This design comes from an exercise in tuning for small area, a short achievable clock period and few clock cycles on the open sky130 flow, not from production work.
Only simulation tests tie the RTL to the original design; equivalence was not proved.
Power and IR drop assume default switching activity.

// busDatapath
module busDatapath (
    input  logic                                  Clock,
    input  logic                                  rstN,
    input  logic                                  stepReq,
    output logic                                  stepAck,
    input  logic                                  PCout,
    input  logic                                  PCin,
    input  logic                                  IncPC,
    input  logic                                  MARin,
    input  logic                                  MDRin,
    input  logic                                  MDRout,
    input  logic                                  Read,
    input  logic                                  IRin,
    input  logic                                  Yin,
    input  logic                                  Zin,
    input  logic                                  Zhighout,
    input  logic                                  Zlowout,
    input  logic                                  HIin,
    input  logic                                  HIout,
    input  logic                                  LOin,
    input  logic                                  LOout,
    input  logic                                  Gra,
    input  logic                                  Grb,
    input  logic                                  Grc,
    input  logic                                  Rin,
    input  logic                                  Rout,
    input  logic                                  BAout,
    input  logic                                  Cout,
    input  logic [datapathPkg::opWidth-1:0]       aluOp,
    input  logic [datapathPkg::dataWidth-1:0]     memDataIn,
    output logic [datapathPkg::dataWidth-1:0]     memDataOut,
    output logic [datapathPkg::dataWidth-1:0]     memAddr
);
export LEC_CHECK = 0
export CAP_MARGIN = 20
export CORE_MARGIN = 2
export CORE_UTILIZATION = 40
export SLEW_MARGIN = 20
create_clock -name core_clock -period 13.0 [get_ports {Clock}]
standard.sh (not shown) runs the stock make flow with config.mk's settings and CLKGATE_MAP_FILE= SYNTH_SCRIPT=/design/flow/synth_recipe.tcl, a recipe that flattens the netlist after the stock synthesis.
==> flow/flow/run.sh <==
#!/bin/bash
# The standard layout (standard.sh), with the extra make settings listed in
# flow/knobs.txt: the timing repair aims for extra setup slack, so that the
# tools keep shortening paths below the required period.
set -euo pipefail
cd "$(dirname "$0")/.."
args=()
while IFS= read -r line; do
    [[ -n "$line" && "$line" != \#* ]] && args+=("$line")
done < flow/knobs.txt
bash standard.sh "${args[@]}" finish > flow_make.log 2>&1
==> flow/flow/knobs.txt <==
SETUP_SLACK_MARGIN=8.8
CTS_ARGS=-sink_clustering_enable -repair_clock_nets -dont_use_dummy_load -sink_clustering_size 24 -sink_clustering_max_diameter 120
TNS_END_PERCENT=30
The first run passed the timing, design-rule and antenna checks.
Testbench counts at the start, summed over its fixed seeds: cycles 251,526.
Next try:
--- a/flow/flow/knobs.txt
+++ b/flow/flow/knobs.txt
@@ -1 +1 @@
-SETUP_SLACK_MARGIN=8.8
+SETUP_SLACK_MARGIN=9.0
@@ -3 +2,0 @@
-TNS_END_PERCENT=30
- The changed run went through all stages and came out clean
- total power rises by 0.48%
- cell count rises by 0.53%
- via count rises by 1.6%
- critical path depth rises by 10
- synthesized area does not change
- clock skew hardly moves
- synthesized cell count is unchanged
- first-iteration DRC count rises by 6.3%
Next try:
--- a/flow/flow/knobs.txt
+++ b/flow/flow/knobs.txt
@@ -1 +1 @@
-SETUP_SLACK_MARGIN=9.0
+SETUP_SLACK_MARGIN=8.7
=>
- The new run ran to the end with no violations
- fmax stays flat
- clock skew increases by 0.0094 ns
- utilization decreases by 1.5 points
- via count decreases by 2.4%
- global-route usage decreases by 0.84 points
- count of clock-buffer cells in the layout does not change
- setup slack gets worse by 0.010 ns
- die area is unchanged
Next try:
==> flow/flow/knobs.txt (replaced) <==
SETUP_SLACK_MARGIN=8.8
CTS_ARGS=-sink_clustering_enable -repair_clock_nets -dont_use_dummy_load -sink_clustering_size 30 -sink_clustering_max_diameter 150
After rerunning:
- non-clock buffer count rises by 40
- setup slack gains 0.010 ns
- area after synthesis stays the same
- fmax barely changes
- final area rises slightly
- count of clock-buffer cells in the layout falls by 7
- via count rises slightly
- global-route usage rises by 0.51 points
- sequential power stays flat
- total power hardly moves
- clock skew falls by 0.024 ns
Next try:
==> flow/flow/knobs.txt (replaced) <==
SETUP_SLACK_MARGIN=8.8
CTS_ARGS=-sink_clustering_enable -repair_clock_nets -dont_use_dummy_load -sink_clustering_size 27 -sink_clustering_max_diameter 140
Outcome: The changed run completed without violations. Via count decreases by 0.71%. Power is about the same. Critical path depth decreases by 2.


== build 15 ==
busDatapath again, from the RTL that the note above started with.
clock: 13.0 ns
lec_check: 0
cap_margin: 20
core_margin: 2
core_utilization: 40
slew_margin: 20
==> flow/flow/knobs.txt <==
SETUP_SLACK_MARGIN=8.6
CTS_ARGS=-sink_clustering_enable -repair_clock_nets -dont_use_dummy_load
Scripts as last shown in full above: flow/flow/run.sh
Testbench counts of build 15, summed over its fixed seeds: cycles 251,526.
Relative to build 15, the following input files were edited for build 78:
- putting PLACE_DENSITY at 0.7 where nothing was set
==> flow/flow/knobs.txt <==
SETUP_SLACK_MARGIN=8.8
CTS_ARGS=-sink_clustering_enable -repair_clock_nets -dont_use_dummy_load -sink_clustering_size 24 -sink_clustering_max_diameter 120
--- outcome ---
- Compared with build 15, build 78 shows a lower time the worst path needs with I/O delays and setup.
- On wire length, build 15 loses to build 78.
- Of build 78 and build 15, the lower internal power belongs to build 78.
- Build 78 does better than build 15 on hold slack.
The inputs of build 76 differ from those of build 78 as listed below.
- clearing PLACE_DENSITY, which used to be 0.7
==> flow/flow/run.sh <==
#!/bin/bash
# Standard layout, with the timing repair aiming for extra setup slack so that
# the tools keep shortening paths below the required period.
set -euo pipefail
cd "$(dirname "$0")/.."
MARGIN=$(cat flow/margin.txt)
bash standard.sh SETUP_SLACK_MARGIN="$MARGIN" finish > flow_make.log 2>&1
==> flow/flow/margin.txt (new file) <==
9.0
removed: flow/flow/knobs.txt
==> comparison <==
- From build 78 to build 76 the numbers moved as follows: number of instances in the placed design barely changed, cell area saw an increase, delay of the slowest cell on the worst path saw an increase, maximum frequency now larger.
The inputs of build 59 differ from those of build 76 as listed below.
==> flow/flow/run.sh <==
#!/bin/bash
# The standard layout (standard.sh), with the extra make settings listed in
# flow/knobs.txt: the timing repair aims for extra setup slack, so that the
# tools keep shortening paths below the required period.
set -euo pipefail
cd "$(dirname "$0")/.."
args=()
while IFS= read -r line; do
    [[ -n "$line" && "$line" != \#* ]] && args+=("$line")
done < flow/knobs.txt
bash standard.sh "${args[@]}" finish > flow_make.log 2>&1
==> flow/flow/knobs.txt (new file) <==
SETUP_SLACK_MARGIN=8.8
CTS_ARGS=-sink_clustering_enable -repair_clock_nets -dont_use_dummy_load -sink_clustering_size 24 -sink_clustering_max_diameter 120
removed: flow/flow/margin.txt
==> run notes <==
Between build 59 and build 76, the clock period minus worst slack does not differ in any meaningful way.
Going from build 76 to build 59, register-to-register slack fell 0.17 ns, clock latency of the later-clocked register in the worst-skew pair fell 0.04 ns, remaining max-slew budget at the tightest pin fell 6.5 points, detailed-placement wirelength estimate rose 5.4%.
Compared with build 76, build 59 shows initial antenna violation count higher by 2.
Lower part of the total power dissipated in the clock network goes to build 59 over build 76.
Build 59 vs. build 76: final instance area dropped 0.0028 mm2, per-cell routed wire length increased by about 2.8% relative to the old numbers.

-- static timing again, ports no longer ideal --
In the flow no input, the clock included, has a driving cell. The finished layouts below were timed again as built, in two steps.
Step 1 (the two cells are an assumption about what drives the block):
set clk [get_ports {Clock}]
set_driving_cell -lib_cell sky130_fd_sc_hd__clkbuf_16 $clk
set_driving_cell -lib_cell sky130_fd_sc_hd__buf_2 [delete_from_list [all_inputs] $clk]
Step 2 times the ports against the registers' clock, not the clock port: input delays grow and output delays shrink by t, the midpoint of the rising clock arrivals with the driver on.
Three values: no drivers, after step 1, after step 2; two values: the first two.
run | shift t [ns] | slack for setup (ns) | latest minus earliest clock arrival (ns)
the first run of note 1 | 0.666 | 8.662 / 8.593 / 8.027 | 0.075 / 0.076
the second run of note 1 | 0.665 | 8.651 / 8.678 / 8.013 | 0.077 / 0.077
the third run of note 1 | 0.652 | 8.641 / 8.665 / 8.015 | 0.108 / 0.109
the fourth run of note 1 | 0.661 | 8.651 / 8.685 / 8.024 | 0.062 / 0.062
the fifth run of note 1 | 0.657 | 8.575 / 8.605 / 7.949 | 0.034 / 0.035
build 15 | 0.679 | 8.500 / 8.526 / 7.851 | 0.107 / 0.108
build 78 | 0.656 | 8.578 / 8.564 / 7.908 | 0.049 / 0.050
build 76 | 0.714 | 8.692 / 8.721 / 8.007 | 0.031 / 0.032
build 59 | 0.653 | 8.694 / 8.725 / 8.071 | 0.063 / 0.063
After both steps every run listed still meets setup and hold. The setup slack of build 76, which loses most, moves by +0.029 ns with the drivers and by -0.685 ns with both steps.
